This is an optimization exercise on Yosys and OpenROAD, whose aim is small area, not a production implementation. Only simulation tests tie the RTL to the original design; equivalence was not proved. No activity file was given, so power comes from the tool's default toggle rates.

Design rsa_block_sequencer, start of the top module:
module rsa_block_sequencer #(
    parameter int unsigned KEY_BYTES      = 32,
    parameter int unsigned OUT_BYTES      = 31,
    parameter int unsigned TIMEOUT_CYCLES = 2**20
) (
    input  logic         i_clk,
    input  logic         i_rst_n,
    input  logic [7:0]   i_rx_data,
    input  logic         i_rx_valid,
    output logic         o_rx_ready,
    output logic [7:0]   o_tx_data,
    output logic         o_tx_valid,
    input  logic         i_tx_ready,
    output logic         o_core_start,
    output logic [255:0] o_core_a,
    output logic [255:0] o_core_d,
    output logic [255:0] o_core_n,
    input  logic [255:0] i_core_dec,
    input  logic         i_core_finished,
    input  logic         i_key_reload,
    output logic         o_busy,
    output logic         o_timeout
);
clock: 5.0 ns
lec_check: 0
cap_margin: 20
core_area: 2 2 248 248
die_area: 0 0 250 250
slew_margin: 20
standard.sh (not shown) runs the stock make flow with config.mk's settings and CLKGATE_MAP_FILE= SYNTH_SCRIPT=/design/flow/synth_recipe.tcl, a recipe that flattens the netlist after the stock synthesis.
==> flow/flow/run.sh <==
#!/bin/bash
export BUFFER_PORTS_ARGS="-buffer_cell sky130_fd_sc_hd__buf_1"
export PLACE_PINS_ARGS="-min_distance 1 -min_distance_in_tracks"
export CTS_ARGS="-sink_clustering_enable -repair_clock_nets -dont_use_dummy_load -sink_clustering_size 30 -sink_clustering_max_diameter 50 -buf_list {sky130_fd_sc_hd__clkbuf_16}"
bash standard.sh > standard.log 2>&1
The first run ran to the end with no violations.
Rerun with:
==> flow/flow/run.sh (replaced) <==
#!/bin/bash
export BUFFER_PORTS_ARGS="-buffer_cell sky130_fd_sc_hd__buf_1"
export CTS_ARGS="-sink_clustering_enable -repair_clock_nets -dont_use_dummy_load -sink_clustering_size 50 -sink_clustering_max_diameter 80 -buf_list {sky130_fd_sc_hd__clkbuf_16}"
bash standard.sh > standard.log 2>&1
Result: This time the run did not get past I/O pin placement (3_2_place_iop) (PPL-0024). Synthesized area does not change. Synthesized cell count does not change.

========
== juniper ==
The RTL this note starts from:
==> flow/design.v <==
module rsa_block_sequencer #(
    parameter int unsigned KEY_BYTES      = 32,
    parameter int unsigned OUT_BYTES      = 31,
    parameter int unsigned TIMEOUT_CYCLES = 2**20
) (
    input  logic         i_clk,
    input  logic         i_rst_n,
    input  logic [7:0]   i_rx_data,
    input  logic         i_rx_valid,
    output logic         o_rx_ready,
    output logic [7:0]   o_tx_data,
    output logic         o_tx_valid,
    input  logic         i_tx_ready,
    output logic         o_core_start,
    output logic [255:0] o_core_a,
    output logic [255:0] o_core_d,
    output logic [255:0] o_core_n,
    input  logic [255:0] i_core_dec,
    input  logic         i_core_finished,
    input  logic         i_key_reload,
    output logic         o_busy,
    output logic         o_timeout
);
    localparam int unsigned OutW = 8 * OUT_BYTES;
    localparam logic [2:0] StKeyN = 3'b000, StKeyD = 3'b001, StEnc = 3'b010,
                           StStart = 3'b100, StWait = 3'b101, StSend = 3'b110;
    logic [2:0]   state_q;
    logic [4:0]   cnt_q;        
    logic [14:0]  tmo_hi_q;     
    logic         pend_q;
    logic [511:0] nd_q;         
    logic [255:0] a_q;
    logic         rx_fire;
    logic         st_key, st_enc, st_start, st_wait, st_send;
    logic         last;
    logic         timeout_q;
    logic         tmo_fire;
    assign o_timeout = timeout_q;
    logic unused;
    assign unused = ^{i_core_dec[255:OutW], KEY_BYTES, TIMEOUT_CYCLES};
    assign st_key   = (state_q[2:1] == 2'b00);
    assign st_enc   = (state_q == StEnc);
    assign st_start = (state_q == StStart);
    assign st_wait  = (state_q == StWait);
    assign st_send  = (state_q == StSend);
    assign last     = &cnt_q;
    assign o_rx_ready   = i_rst_n && !state_q[2];
    assign rx_fire      = i_rx_valid && o_rx_ready;
    assign o_tx_valid   = st_send;
    assign o_tx_data    = a_q[255:248];
    assign o_core_start = st_start;
    assign o_busy       = state_q[2];
    assign o_core_a     = a_q;
    assign o_core_n     = nd_q[511:256];
    assign o_core_d     = nd_q[255:0];
    always_ff @(posedge i_clk) begin
        if (rx_fire && st_key) nd_q <= {nd_q[503:0], i_rx_data};
        if (st_wait && i_core_finished)
            a_q[255:8] <= i_core_dec[OutW-1:0];
        else if ((rx_fire && st_enc) || (st_send && i_tx_ready))
            a_q <= {a_q[247:0], i_rx_data};
    end
    assign tmo_fire = last && (&tmo_hi_q);
    always_ff @(posedge i_clk) begin
        if (st_start) tmo_hi_q <= '0;
        else if (st_wait && last) tmo_hi_q <= tmo_hi_q + 15'd1;
    end
    always_ff @(posedge i_clk or negedge i_rst_n) begin
        if (!i_rst_n) begin
            state_q <= StKeyN;
            cnt_q   <= '0;
            pend_q  <= 1'b0;
            timeout_q <= 1'b0;
        end else begin
            case (state_q)
                StKeyN, StKeyD: begin
                    if (i_key_reload) begin
                        state_q <= StKeyN;
                        cnt_q   <= '0;
                    end else if (rx_fire) begin
                        cnt_q <= cnt_q + 5'd1;
                        if (last) state_q <= state_q[0] ? StEnc : StKeyD;
                    end
                end
                StEnc: begin
                    if (i_key_reload && cnt_q == '0) begin
                        state_q <= StKeyN;
                        pend_q  <= 1'b0;
                    end else begin
                        if (i_key_reload) pend_q <= 1'b1;
                        if (rx_fire) begin
                            cnt_q <= cnt_q + 5'd1;
                            if (last) begin
                                state_q <= StStart;
                                timeout_q <= 1'b0;
                            end
                        end
                    end
                end
                StStart: begin
                    if (i_key_reload) pend_q <= 1'b1;
                    state_q <= StWait;
                end
                StWait: begin
                    if (i_key_reload) pend_q <= 1'b1;
                    if (i_core_finished) begin
                        cnt_q   <= 5'd1;    
                        state_q <= StSend;
                    end else begin
                        cnt_q <= cnt_q + 5'd1;
                        if (tmo_fire) begin
                            timeout_q <= 1'b1;
                            state_q <= StEnc;
                        end
                    end
                end
                StSend: begin
                    if (i_key_reload) pend_q <= 1'b1;
                    if (i_tx_ready) begin
                        cnt_q <= cnt_q + 5'd1;
                        if (last) begin
                            if (pend_q || i_key_reload) begin
                                state_q <= StKeyN;
                                pend_q  <= 1'b0;
                            end else begin
                                state_q <= StEnc;
                            end
                        end
                    end
                end
                default: state_q <= StKeyN;
            endcase
        end
    end
endmodule
export LEC_CHECK = 0
export CAP_MARGIN = 20
export CORE_AREA = 2 2 248 248
export DIE_AREA = 0 0 250 250
export SLEW_MARGIN = 20
create_clock -name core_clock -period 5.0 [get_ports {i_clk}]
==> flow/flow/run.sh <==
#!/bin/bash
export BUFFER_PORTS_ARGS="-buffer_cell sky130_fd_sc_hd__buf_1"
export PLACE_PINS_ARGS="-min_distance 1 -min_distance_in_tracks"
export CTS_ARGS="-sink_clustering_enable -repair_clock_nets -dont_use_dummy_load -sink_clustering_size 28 -sink_clustering_max_diameter 100 -buf_list {sky130_fd_sc_hd__clkbuf_16}"
bash standard.sh > standard.log 2>&1
[inputs] tundra vs juniper
- DIE_AREA changed from 0 0 250 250 to 0 0 400 400
- CORE_AREA changed from 2 2 248 248 to 5 5 395 395
==> flow/run.sh (new file) <==
#!/bin/bash
# synth_recipe.tcl (not shown) runs the flow's synth.tcl, then flattens the netlist and writes it again
# the make line also repeats each setting of config.mk as NAME=value (left out here)
make -C /OpenROAD-flow-scripts/flow DESIGN_CONFIG=/design/flow/config.mk WORK_HOME=/design/flow/orfs CLKGATE_MAP_FILE= SYNTH_SCRIPT=/design/flow/synth_recipe.tcl finish
removed: flow/flow/run.sh
removed: flow/standard.sh
--- outcome ---
Final design utilization: lower on tundra
In the tables for juniper and tundra, area growth from synthesis to layout reads higher with tundra.
Routed via count divided by cell count in tundra vs juniper: down about 30%
| first-pass GRT wire length | lower: juniper |
Compared to juniper, tundra has final clock period utilization by the worst path 9.7 points higher.
Overall track demand over capacity in global routing (higher): juniper
Part of the total power dissipated in the clock network: higher on tundra
Compared to juniper, tundra has delay of the slowest critical-path stage 110 ps lower.
Compared with juniper, in tundra total die area higher; horizontal die dimension higher.
> inputs changed (tundra -> onyx)
- swapping 5 5 395 395 for 2 2 228 228 in CORE_AREA
- swapping 0 0 400 400 for 0 0 230 230 in DIE_AREA
==> flow/flow/run.sh (new file) <==
#!/bin/bash
export BUFFER_PORTS_ARGS="-buffer_cell sky130_fd_sc_hd__buf_1"
export CTS_ARGS="-sink_clustering_enable -repair_clock_nets -dont_use_dummy_load -sink_clustering_size 40 -sink_clustering_max_diameter 60 -buf_list {sky130_fd_sc_hd__clkbuf_8 sky130_fd_sc_hd__clkbuf_16}"
bash standard.sh > standard.log 2>&1
==> flow/standard.sh (new file) <==
#!/bin/bash
# synth_recipe.tcl (not shown) runs the flow's synth.tcl, then flattens the netlist and writes it again
# the make line also repeats each setting of config.mk as NAME=value (left out here)
make -C /OpenROAD-flow-scripts/flow DESIGN_CONFIG=/design/flow/config.mk WORK_HOME=/design/flow/orfs CLKGATE_MAP_FILE= SYNTH_SCRIPT=/design/flow/synth_recipe.tcl "${@:-finish}"
removed: flow/run.sh
==> run summary <==
- onyx is listed as incomplete: the tool reported an error in I/O pin placement and the run ended there.
- Compared with tundra, in onyx post-synthesis cell type count flat; initial core utilization up 37 points; y dimension of the die down about 40%; post-synth design cell area flat.
- Diff tundra -> onyx: total number of placement rows moved down, width of the die moved down.
Relative to onyx, the following input files were edited for harbor:
- swapping 2 2 228 228 for 2 2 248 248 in CORE_AREA
- swapping 0 0 230 230 for 0 0 250 250 in DIE_AREA
==> flow/flow/run.sh <==
#!/bin/bash
export BUFFER_PORTS_ARGS="-buffer_cell sky130_fd_sc_hd__buf_1"
export PLACE_PINS_ARGS="-min_distance 1 -min_distance_in_tracks"
export CTS_ARGS="-sink_clustering_enable -repair_clock_nets -dont_use_dummy_load -sink_clustering_size 32 -sink_clustering_max_diameter 80 -buf_list {sky130_fd_sc_hd__clkbuf_16}"
bash standard.sh > standard.log 2>&1
## What came out
- harbor went all the way through synthesis, placement and routing and the layout is clean on timing, DRC and antenna.
- Flow for onyx halted at I/O pin placement, error code PPL-0024.
- [compare] base=onyx new=harbor: count of flip-flops with a built-in enable after synthesis did not really move, synthesized cell count did not really move.
- onyx → harbor: number of unique standard cell types used by synthesis held; sequential element share of the synthesized area held.
- On number of synthesized register bits, onyx tracks harbor almost exactly.
- The post-synthesis instance area was comparable across harbor and onyx.
- Reported for harbor and onyx, share of synthesized cell area in full adder, half adder and majority cells turned out identical to the last digit.
- [compare] base=onyx new=harbor: cell row count +8; vertical die dimension grew by 8.7%.
- Effective utilization at floorplan (harbor over onyx): decrease, 9.0 points
- Horizontal extent of the die for harbor: 8.7% up relative to onyx
The inputs of amber differ from those of harbor as listed below.
==> flow/flow/run.sh <==
#!/bin/bash
export BUFFER_PORTS_ARGS="-buffer_cell sky130_fd_sc_hd__buf_1"
export PLACE_PINS_ARGS="-min_distance 1 -min_distance_in_tracks"
export CTS_ARGS="-sink_clustering_enable -repair_clock_nets -dont_use_dummy_load -buf_list {sky130_fd_sc_hd__clkbuf_16}"
bash standard.sh > standard.log 2>&1
Results
Summary of amber over harbor: met2 wire length ~0 delta; utilization climbed 1.7 points; setup slack on the worst flop-to-flop path held; via count increased by 364 relative to the old numbers. harbor -> amber: DRC violation count after routing delta 0, exact match. In amber the area of all placed cells without fillers turned out 3.1% higher than in harbor.
Modified inputs, maple compared to amber
-- flow/flow/run.sh --
<<< amber, line 4
export CTS_ARGS="-sink_clustering_enable -repair_clock_nets -dont_use_dummy_load -buf_list {sky130_fd_sc_hd__clkbuf_16}"
>>> maple, line 4
export CTS_ARGS="-sink_clustering_enable -repair_clock_nets -dont_use_dummy_load -sink_clustering_size 16 -sink_clustering_max_diameter 60 -buf_list {sky130_fd_sc_hd__clkbuf_8}"
### Flow results
Layout overhead on the synthesized area delta for maple relative to amber: 4.3 points lower
amber → maple: sequential share of layout area climbed 2.4 points, time the worst path needs with I/O delays and setup climbed 22 ps, total power draw dropped 13%, final period utilization climbed 0.45 points, worst slack on hold paths dropped 24 ps.
Sort amber and maple by worst setup slack, descending, and amber comes first.
Comparing amber and maple, the lower count of placed standard cells in the final layout, fillers left out is on maple.

[what the ideal ports hide]
The results above use ideal ports. As a check the final layouts listed here were re-extracted and re-timed, cells and wires unchanged. Step 1 (the two cells are an assumption about what drives the block):
set clk [get_ports {i_clk}]
set_driving_cell -lib_cell sky130_fd_sc_hd__clkbuf_16 $clk
set_driving_cell -lib_cell sky130_fd_sc_hd__buf_2 [delete_from_list [all_inputs] $clk]
Step 2 times the ports against the registers' clock, not the clock port: input delays grow and output delays shrink by t, the midpoint of the rising clock arrivals with the driver on. Slacks: ideal / step 1 / step 2; pairs: ideal / step 1.
run | shift t [ns] | setup slack, ns | clock arrival spread, ns
the first run of note 1 | 0.644 | 1.507 / 1.448 / 1.296 | 0.068 / 0.068
juniper | 0.613 | 1.508 / 1.447 / 1.328 | 0.057 / 0.057
tundra | 0.729 | 1.025 / 0.967 / 1.250 | 0.057 / 0.056
harbor | 0.623 | 1.462 / 1.402 / 1.291 | 0.064 / 0.063
amber | 0.647 | 1.470 / 1.409 / 1.314 | 0.079 / 0.079
maple | 0.729 | 1.448 / 1.389 / 1.322 | 0.129 / 0.129
After both steps every run listed still meets setup and hold. For the first run of note 1, which loses most, drivers alone change the setup slack by -0.059 ns; drivers and shift together by -0.211 ns.
